Context: an optimization exercise on an open-source flow, tuned for small area, a short achievable clock period and few clock cycles per item. The choices shown serve that exercise and are no tape-out recipe. Where RTL was checked, it was by simulation tests only, not by an equivalence proof against the original. Power and IR drop assume default switching activity.

==> module fsubm_back, before the edit <==
module fsubm_back
(
  input  wire logic         clk,
  input  wire logic         rst,
  input  wire logic [63:0]  cfg_first,
  input  wire logic [63:0]  cfg_next,
  input  wire logic [4:0]   cfg_len,
  input  wire logic         a_v,
  input  wire logic [7:0]   a_byte,
  input  wire logic         a_last,
  output logic              out_valid_nx,
  output logic              out_valid,
  input  wire logic         out_ready,
  output logic              found,
  output logic [31:0]       offset
);
  logic [127:0] needle;
  logic [15:0]  eq;
  logic [15:0]  d;
  logic [15:0]  d_nx;
  logic [15:0]  pre;
  logic         prev_last;
  logic         r_v;
  logic         r_first;
  logic         r_last;
  logic         r_match;
  logic         m_nx;
  logic         matched;
  logic [31:0]  cnt;
  logic [31:0]  carry;
  logic [31:0]  cnt_tog;
  logic [15:0]  sel;
  logic         len_zero;
  logic [31:0]  init;
  logic         proceed;
  logic         step;
  logic         res;
  assign needle  = {cfg_next, cfg_first};
  assign proceed = !out_valid;
  assign offset  = cnt;
  always_comb begin
    for (int j = 0; j < 15; j++) begin
      sel[j] = !cfg_len[4] && (cfg_len[3:0] == 4'(j + 1));
    end
    sel[15]  = cfg_len[4];
    len_zero = (cfg_len == 5'd0);
    if (cfg_len[4]) begin
      init = 32'hFFFF_FFF1;
    end else if (cfg_len[3:0] == 4'd0) begin
      init = 32'd0;
    end else begin
      init = 32'd1 - 32'(cfg_len[3:0]);
    end
  end
  always_comb begin
    for (int j = 0; j < 16; j++) begin
      eq[j] = (a_byte == needle[8*j +: 8]);
    end
    pre[0] = sel[0];
    for (int j = 1; j < 16; j++) begin
      pre[j] = sel[j] && d[j-1] && !prev_last;
    end
    d_nx[0] = eq[0];
    for (int j = 1; j < 16; j++) begin
      d_nx[j] = eq[j] && d[j-1] && !prev_last;
    end
  end
  assign m_nx = (|(eq & pre)) || (len_zero && prev_last);
  always_ff @(posedge clk) begin
    if (proceed && a_v) begin
      d <= d_nx;
    end
  end
  always_ff @(posedge clk) begin
    if (rst) begin
      prev_last <= 1'b1;
      r_v       <= 1'b0;
    end else if (proceed) begin
      r_v <= a_v;
      if (a_v) begin
        prev_last <= a_last;
      end
    end
  end
  always_ff @(posedge clk) begin
    if (proceed) begin
      r_first <= prev_last;
      r_last  <= a_last;
      r_match <= m_nx;
    end
  end
  assign step = proceed && r_v;
  assign res  = r_v && !matched && (r_match || r_last);
  assign out_valid_nx = out_valid ? !out_ready : res;
  always_ff @(posedge clk) begin
    if (rst) begin
      matched   <= 1'b0;
      out_valid <= 1'b0;
    end else begin
      out_valid <= out_valid_nx;
      if (step) begin
        matched <= !r_last && (matched || r_match);
      end
    end
  end
  always_comb begin
    carry[0] = 1'b1;
    for (int i = 1; i < 32; i++) begin
      carry[i] = carry[i-1] && cnt[i-1];
    end
  end
  assign cnt_tog = cnt ^ ({32{step}} & carry);
  always_ff @(posedge clk) begin
    found <= out_valid ? (found && !out_ready) : r_match;
    if (step && r_last && !r_match) begin
      cnt <= '0;
    end else if (step && r_first) begin
      cnt <= init;
    end else begin
      cnt <= cnt_tog;
    end
  end
endmodule
==> module first_substring_match_top, before the edit <==
module first_substring_match_top
(
  input  wire logic              clk,
  input  wire logic              rst,
  input  wire logic              in_valid,
  output logic                   in_ready,
  input  wire logic [7:0]        hay_byte,
  input  wire logic              last_byte,
  output logic                   out_valid,
  input  wire logic              out_ready,
  output logic                   found,
  output logic [31:0]            offset,
  input  wire logic              psel,
  input  wire logic              penable,
  input  wire logic              pwrite,
  input  wire logic [4:0]        paddr,
  input  wire logic [63:0]       pwdata,
  output logic [63:0]            prdata,
  output logic                   pready
);
  logic [63:0] cfg_first;
  logic [63:0] cfg_next;
  logic [4:0]  cfg_len;
  logic        wr_first;
  logic        wr_next;
  logic        wr_len;
  logic        setup_wr;
  logic        rst_r;
  logic [63:0] wdata;
  logic        a_v;
  logic [7:0]  a_byte;
  logic        a_last;
  logic        out_valid_nx;
  assign pready   = 1'b1;
  assign setup_wr = psel && !penable && pwrite;
  always_ff @(posedge clk) begin
    if (rst) begin
      wr_first <= 1'b0;
      wr_next  <= 1'b0;
      wr_len   <= 1'b0;
    end else begin
      wr_first <= setup_wr && (paddr[4:3] == 2'd0);
      wr_next  <= setup_wr && (paddr[4:3] == 2'd1);
      wr_len   <= setup_wr && (paddr[4:3] == 2'd2);
    end
  end
  always_ff @(posedge clk) begin
    rst_r <= rst;
  end
  assign wdata = rst_r ? 64'd0 : pwdata;
  always_ff @(posedge clk) begin
    if (wr_first || rst_r) cfg_first <= wdata;
    if (wr_next  || rst_r) cfg_next  <= wdata;
    if (wr_len   || rst_r) cfg_len   <= wdata[4:0];
  end
  always_ff @(posedge clk) begin
    case (rst_r ? 2'd3 : paddr[4:3])
      2'd0:    prdata <= cfg_first;
      2'd1:    prdata <= cfg_next;
      2'd2:    prdata <= {59'd0, cfg_len};
      default: prdata <= '0;
    endcase
  end
  fsubm_front u_front (
    .clk       (clk),
    .rst       (rst),
    .in_valid  (in_valid),
    .in_ready  (in_ready),
    .hay_byte  (hay_byte),
    .last_byte (last_byte),
    .a_v       (a_v),
    .a_byte    (a_byte),
    .a_last    (a_last),
    .out_valid_nx (out_valid_nx)
  );
  fsubm_back u_back (
    .clk       (clk),
    .rst       (rst),
    .cfg_first (cfg_first),
    .cfg_next  (cfg_next),
    .cfg_len   (cfg_len),
    .a_v       (a_v),
    .a_byte    (a_byte),
    .a_last    (a_last),
    .out_valid_nx (out_valid_nx),
    .out_valid (out_valid),
    .out_ready (out_ready),
    .found     (found),
    .offset    (offset)
  );
endmodule
==> flow/config.mk <==
export PLATFORM = sky130hd
export DESIGN_NAME = first_substring_match_top
export DESIGN_NICKNAME = first_substring_match_top
export VERILOG_FILES = /design/flow/design.v
export SDC_FILE = /design/flow/constraint.sdc
export NUM_CORES = 4
export LEC_CHECK = 0
export ABC_CLOCK_PERIOD_IN_PS = 2000
export CAP_MARGIN = 20
export CORE_MARGIN = 2
export CORE_UTILIZATION = 60
export CTS_CLUSTER_DIAMETER = 100
export CTS_CLUSTER_SIZE = 30
export SETUP_SLACK_MARGIN = 4.55
export SLEW_MARGIN = 20
export BUFFER_PORTS_ARGS = -buffer_cell sky130_fd_sc_hd__buf_2
==> flow/constraint.sdc <==
create_clock -name core_clock -period 7.0 [get_ports {clk}]
set_input_delay 1.4000 -clock core_clock [delete_from_list [all_inputs] [get_ports {clk}]]
set_output_delay 1.4000 -clock core_clock [all_outputs]
set_load 0.01 [all_outputs]
standard.sh (not shown) runs the stock make flow with config.mk's settings and CLKGATE_MAP_FILE= SYNTH_SCRIPT=/design/flow/synth_recipe.tcl, a recipe that flattens the netlist after the stock synthesis.
==> flow/flow/run.sh <==
#!/bin/bash
# Standard layout, with the port buffers made of buf_2 instead of the
# cell buffer_ports picks by default.
echo 'export BUFFER_PORTS_ARGS = -buffer_cell sky130_fd_sc_hd__buf_2' >> config.mk
bash standard.sh > standard.log 2>&1
Testbench counts at the start, summed over its fixed seeds: cycles 381,470, bytes 379,052.
Rerun with:
--- a/flow/design.v
+++ b/flow/design.v
@@ -52,4 +52,6 @@
   input  wire logic [63:0]  cfg_next,
   input  wire logic [4:0]   cfg_len,
+  input  wire logic [15:0]  len_sel,
+  input  wire logic         len_zero,
   input  wire logic         a_v,
   input  wire logic [7:0]   a_byte,
@@ -77,5 +79,4 @@
   logic [31:0]  cnt_tog;
   logic [15:0]  sel;
-  logic         len_zero;
   logic [31:0]  init;
   logic         proceed;
@@ -85,10 +86,6 @@
   assign proceed = !out_valid;
   assign offset  = cnt;
+  assign sel = len_sel;
   always_comb begin
-    for (int j = 0; j < 15; j++) begin
-      sel[j] = !cfg_len[4] && (cfg_len[3:0] == 4'(j + 1));
-    end
-    sel[15]  = cfg_len[4];
-    len_zero = (cfg_len == 5'd0);
     if (cfg_len[4]) begin
       init = 32'hFFFF_FFF1;
@@ -199,4 +196,7 @@
   logic        rst_r;
   logic [63:0] wdata;
+  logic [4:0]  len_nx;
+  logic [15:0] len_sel;
+  logic        len_zero;
   logic        a_v;
   logic [7:0]  a_byte;
@@ -223,5 +223,13 @@
     if (wr_first || rst_r) cfg_first <= wdata;
     if (wr_next  || rst_r) cfg_next  <= wdata;
-    if (wr_len   || rst_r) cfg_len   <= wdata[4:0];
+    cfg_len <= len_nx;
+  end
+  assign len_nx = (wr_len || rst_r) ? wdata[4:0] : cfg_len;
+  always_ff @(posedge clk) begin
+    for (int j = 0; j < 15; j++) begin
+      len_sel[j] <= !len_nx[4] && (len_nx[3:0] == 4'(j + 1));
+    end
+    len_sel[15] <= len_nx[4];
+    len_zero    <= (len_nx == 5'd0);
   end
   always_ff @(posedge clk) begin
@@ -251,4 +259,6 @@
     .cfg_next  (cfg_next),
     .cfg_len   (cfg_len),
+    .len_sel   (len_sel),
+    .len_zero  (len_zero),
     .a_v       (a_v),
     .a_byte    (a_byte),
Result: Sequential share of layout area barely changes. Sequential power hardly moves. Power shrinks by 0.80%. Non-clock buffer count grows by 11. Critical path depth shrinks by 6. Global-route usage shrinks by 1.1 points. Final cell count grows by 6.1%. Worst setup slack is better by 0.084 ns. Core utilization grows by 0.29 points. Hold slack is better by 0.0090 ns. Routed wire length hardly moves.
The RTL of the second run of this note was laid out without a check of its function.

* * *

The RTL this note starts from:
==> flow/design.v <==
`default_nettype none
package fsubm_pkg;
  localparam int CAP    = 16;    
  localparam int ADDR_W = 5;
  localparam int DATA_W = 64;
  localparam logic [1:0] REG_FIRST  = 2'd0;
  localparam logic [1:0] REG_NEXT   = 2'd1;
  localparam logic [1:0] REG_LENGTH = 2'd2;
endpackage
`default_nettype wire
`default_nettype none
module fsubm_front
(
  input  wire logic       clk,
  input  wire logic       rst,
  input  wire logic       in_valid,
  output logic            in_ready,
  input  wire logic [7:0] hay_byte,
  input  wire logic       last_byte,
  output logic            a_v,
  output logic [7:0]      a_byte,
  output logic            a_last,
  input  wire logic       out_ready,
  input  wire logic       out_valid_nx
);
  logic rdy;
  logic a_v_nx;
  assign in_ready = rdy;
  assign a_v_nx   = rdy ? in_valid : !out_ready;
  always_ff @(posedge clk) begin
    if (rst) begin
      a_v <= 1'b0;
      rdy <= 1'b1;
    end else begin
      a_v <= a_v_nx;
      rdy <= !(a_v_nx && out_valid_nx);
    end
  end
  always_ff @(posedge clk) begin
    if (rdy) begin
      a_byte <= hay_byte;
      a_last <= last_byte;
    end
  end
endmodule
`default_nettype wire
`default_nettype none
module fsubm_back
(
  input  wire logic         clk,
  input  wire logic         rst,
  input  wire logic [63:0]  cfg_first,
  input  wire logic [63:0]  cfg_next,
  input  wire logic [4:0]   cfg_len,
  input  wire logic         a_v,
  input  wire logic [7:0]   a_byte,
  input  wire logic         a_last,
  output logic              out_valid_nx,
  output logic              out_valid,
  input  wire logic         out_ready,
  output logic              found,
  output logic [31:0]       offset
);
  logic [127:0] needle;
  logic [15:0]  eq;
  logic [15:0]  d;
  logic [15:0]  d_nx;
  logic [15:0]  pre;
  logic         prev_last;
  logic         r_v;
  logic         r_first;
  logic         r_last;
  logic         r_match;
  logic         m_nx;
  logic         matched;
  logic [31:0]  cnt;
  logic [31:0]  cnt_step;
  logic [15:0]  sel;
  logic         len_zero;
  logic [31:0]  init;
  logic         hold;
  logic         proceed;
  logic         step;
  logic         res;
  assign needle  = {cfg_next, cfg_first};
  assign hold    = out_valid && !out_ready;
  assign proceed = !hold;
  assign offset  = cnt;
  always_comb begin
    for (int j = 0; j < 15; j++) begin
      sel[j] = !cfg_len[4] && (cfg_len[3:0] == 4'(j + 1));
    end
    sel[15]  = cfg_len[4];
    len_zero = (cfg_len == 5'd0);
    if (cfg_len[4]) begin
      init = 32'hFFFF_FFF1;
    end else if (cfg_len[3:0] == 4'd0) begin
      init = 32'd0;
    end else begin
      init = 32'd1 - 32'(cfg_len[3:0]);
    end
  end
  always_comb begin
    for (int j = 0; j < 16; j++) begin
      eq[j] = (a_byte == needle[8*j +: 8]);
    end
    pre[0] = sel[0];
    for (int j = 1; j < 16; j++) begin
      pre[j] = sel[j] && d[j-1] && !prev_last;
    end
    d_nx[0] = eq[0];
    for (int j = 1; j < 16; j++) begin
      d_nx[j] = eq[j] && d[j-1] && !prev_last;
    end
  end
  assign m_nx = (|(eq & pre)) || (len_zero && prev_last);
  always_ff @(posedge clk) begin
    if (proceed && a_v) begin
      d <= d_nx;
    end
  end
  always_ff @(posedge clk) begin
    if (rst) begin
      prev_last <= 1'b1;
      r_v       <= 1'b0;
    end else if (proceed) begin
      r_v <= a_v;
      if (a_v) begin
        prev_last <= a_last;
      end
    end
  end
  always_ff @(posedge clk) begin
    if (proceed) begin
      r_first <= prev_last;
      r_last  <= a_last;
      r_match <= m_nx;
    end
  end
  assign step = proceed && r_v;
  assign res  = r_v && !matched && (r_match || r_last);
  assign out_valid_nx = hold || res;
  always_ff @(posedge clk) begin
    if (rst) begin
      matched   <= 1'b0;
      out_valid <= 1'b0;
    end else begin
      out_valid <= out_valid_nx;
      if (step) begin
        matched <= !r_last && (matched || r_match);
      end
    end
  end
  assign cnt_step = cnt + 32'(step);
  always_ff @(posedge clk) begin
    found <= (hold && found) || (!hold && r_match);
    if (step && r_last && !r_match) begin
      cnt <= '0;
    end else if (step && r_first) begin
      cnt <= init;
    end else begin
      cnt <= cnt_step;
    end
  end
endmodule
`default_nettype wire
`default_nettype none
module first_substring_match_top
(
  input  wire logic              clk,
  input  wire logic              rst,
  input  wire logic              in_valid,
  output logic                   in_ready,
  input  wire logic [7:0]        hay_byte,
  input  wire logic              last_byte,
  output logic                   out_valid,
  input  wire logic              out_ready,
  output logic                   found,
  output logic [31:0]            offset,
  input  wire logic              psel,
  input  wire logic              penable,
  input  wire logic              pwrite,
  input  wire logic [4:0]        paddr,
  input  wire logic [63:0]       pwdata,
  output logic [63:0]            prdata,
  output logic                   pready
);
  logic [63:0] cfg_first;
  logic [63:0] cfg_next;
  logic [4:0]  cfg_len;
  logic        wr_first;
  logic        wr_next;
  logic        wr_len;
  logic        setup_wr;
  logic        rst_r;
  logic [63:0] wdata;
  logic        a_v;
  logic [7:0]  a_byte;
  logic        a_last;
  logic        out_valid_nx;
  assign pready   = 1'b1;
  assign setup_wr = psel && !penable && pwrite;
  always_ff @(posedge clk) begin
    if (rst) begin
      wr_first <= 1'b0;
      wr_next  <= 1'b0;
      wr_len   <= 1'b0;
    end else begin
      wr_first <= setup_wr && (paddr[4:3] == 2'd0);
      wr_next  <= setup_wr && (paddr[4:3] == 2'd1);
      wr_len   <= setup_wr && (paddr[4:3] == 2'd2);
    end
  end
  always_ff @(posedge clk) begin
    rst_r <= rst;
  end
  assign wdata = rst_r ? 64'd0 : pwdata;
  always_ff @(posedge clk) begin
    if (wr_first || rst_r) cfg_first <= wdata;
    if (wr_next  || rst_r) cfg_next  <= wdata;
    if (wr_len   || rst_r) cfg_len   <= wdata[4:0];
  end
  always_ff @(posedge clk) begin
    case (rst_r ? 2'd3 : paddr[4:3])
      2'd0:    prdata <= cfg_first;
      2'd1:    prdata <= cfg_next;
      2'd2:    prdata <= {59'd0, cfg_len};
      default: prdata <= '0;
    endcase
  end
  fsubm_front u_front (
    .clk       (clk),
    .rst       (rst),
    .in_valid  (in_valid),
    .in_ready  (in_ready),
    .hay_byte  (hay_byte),
    .last_byte (last_byte),
    .a_v       (a_v),
    .a_byte    (a_byte),
    .a_last    (a_last),
    .out_ready (out_ready),
    .out_valid_nx (out_valid_nx)
  );
  fsubm_back u_back (
    .clk       (clk),
    .rst       (rst),
    .cfg_first (cfg_first),
    .cfg_next  (cfg_next),
    .cfg_len   (cfg_len),
    .a_v       (a_v),
    .a_byte    (a_byte),
    .a_last    (a_last),
    .out_valid_nx (out_valid_nx),
    .out_valid (out_valid),
    .out_ready (out_ready),
    .found     (found),
    .offset    (offset)
  );
endmodule
`default_nettype wire
Settings: LEC_CHECK=0, ABC_CLOCK_PERIOD_IN_PS=2500, CAP_MARGIN=20, CORE_MARGIN=2, CORE_UTILIZATION=60, CTS_CLUSTER_DIAMETER=100, CTS_CLUSTER_SIZE=30, SETUP_SLACK_MARGIN=4.7, SLEW_MARGIN=20, BUFFER_PORTS_ARGS=-buffer_cell sky130_fd_sc_hd__buf_2; clock period 7.0 ns.
Scripts as last shown in full above: flow/flow/run.sh
Testbench counts at the start, summed over its fixed seeds: cycles 381,470, bytes 379,052.
Change:
--- a/flow/design.v
+++ b/flow/design.v
@@ -73,9 +73,10 @@
   logic         r_match;
   logic         m_nx;
   logic         matched;
   logic [31:0]  cnt;
-  logic [31:0]  cnt_step;
+  logic [31:0]  carry;
+  logic [31:0]  cnt_tog;
   logic [15:0]  sel;
   logic         len_zero;
   logic [31:0]  init;
   logic         hold;
@@ -150,17 +151,25 @@
         matched <= !r_last && (matched || r_match);
       end
     end
   end
-  assign cnt_step = cnt + 32'(step);
-  always_ff @(posedge clk) begin
-    found <= (hold && found) || (!hold && r_match);
+  always_comb begin
+    carry[0] = 1'b1;
+    for (int i = 1; i < 32; i++) begin
+      carry[i] = carry[i-1] && cnt[i-1];
+    end
+  end
+  assign cnt_tog = cnt ^ ({32{step}} & carry);
+  always_ff @(posedge clk) begin
+    if (!hold) begin
+      found <= r_match;
+    end
     if (step && r_last && !r_match) begin
       cnt <= '0;
     end else if (step && r_first) begin
       cnt <= init;
     end else begin
-      cnt <= cnt_step;
+      cnt <= cnt_tog;
     end
   end
 endmodule
 `default_nettype wire
Outcome: Combinational power rose by about 3%. Routed wire length rose by 1.1%. Synthesized cell count fell by 0.92%. Power rose by 0.83%. Non-clock buffer count rose by 4. Worst setup slack improved by 210 ps. Die area fell by 0.89%. Worst hold slack improved by 50 ps. Sequential share of layout area rose by 1.0 points. Core utilization fell by 1.4 points. Synthesized area fell by 0.92%. Design area fell by 2.2%. Clock power barely changes.
No functional check of the RTL was part of the second run of this note.

## port drivers added, routing unchanged
In the flow no input, the clock included, has a driving cell. The finished layouts below were timed again as built, in two steps. Step 1 assumes that a clkbuf_16 drives the clock port and a buf_2 every other input. Step 2, shift: input delay + t, output delay - t, t = (earliest + latest rising clock arrival at the registers) / 2. This alone moves slack from input paths to output paths. Three values: no drivers, after step 1, after step 2; two values: the first two.
| run | t (ns) | setup slack, ns | latest minus earliest clock arrival (ns) | worst data-port slew with drivers (ns) | cell pins on the clock port's net |
|---|---|---|---|---|---|
| the first run of note 1 | 0.528 | 4.413 / 4.413 / 4.202 | 0.015 / 0.015 | 0.06 | 1 |
| the second run of note 1 | 0.541 | 4.497 / 4.453 / 4.113 | 0.043 / 0.043 | 0.06 | 1 |
| the first run of note 2 | 0.529 | 4.199 / 4.208 / 3.679 | 0.019 / 0.018 | 0.07 | 1 |
| the second run of note 2 | 0.526 | 4.409 / 4.388 / 3.862 | 0.025 / 0.025 | 0.06 | 1 |
After both steps setup and hold are still met in every run listed. The setup slack of the second run of note 2, which loses most, moves by -0.021 ns with the drivers and by -0.547 ns with both steps.
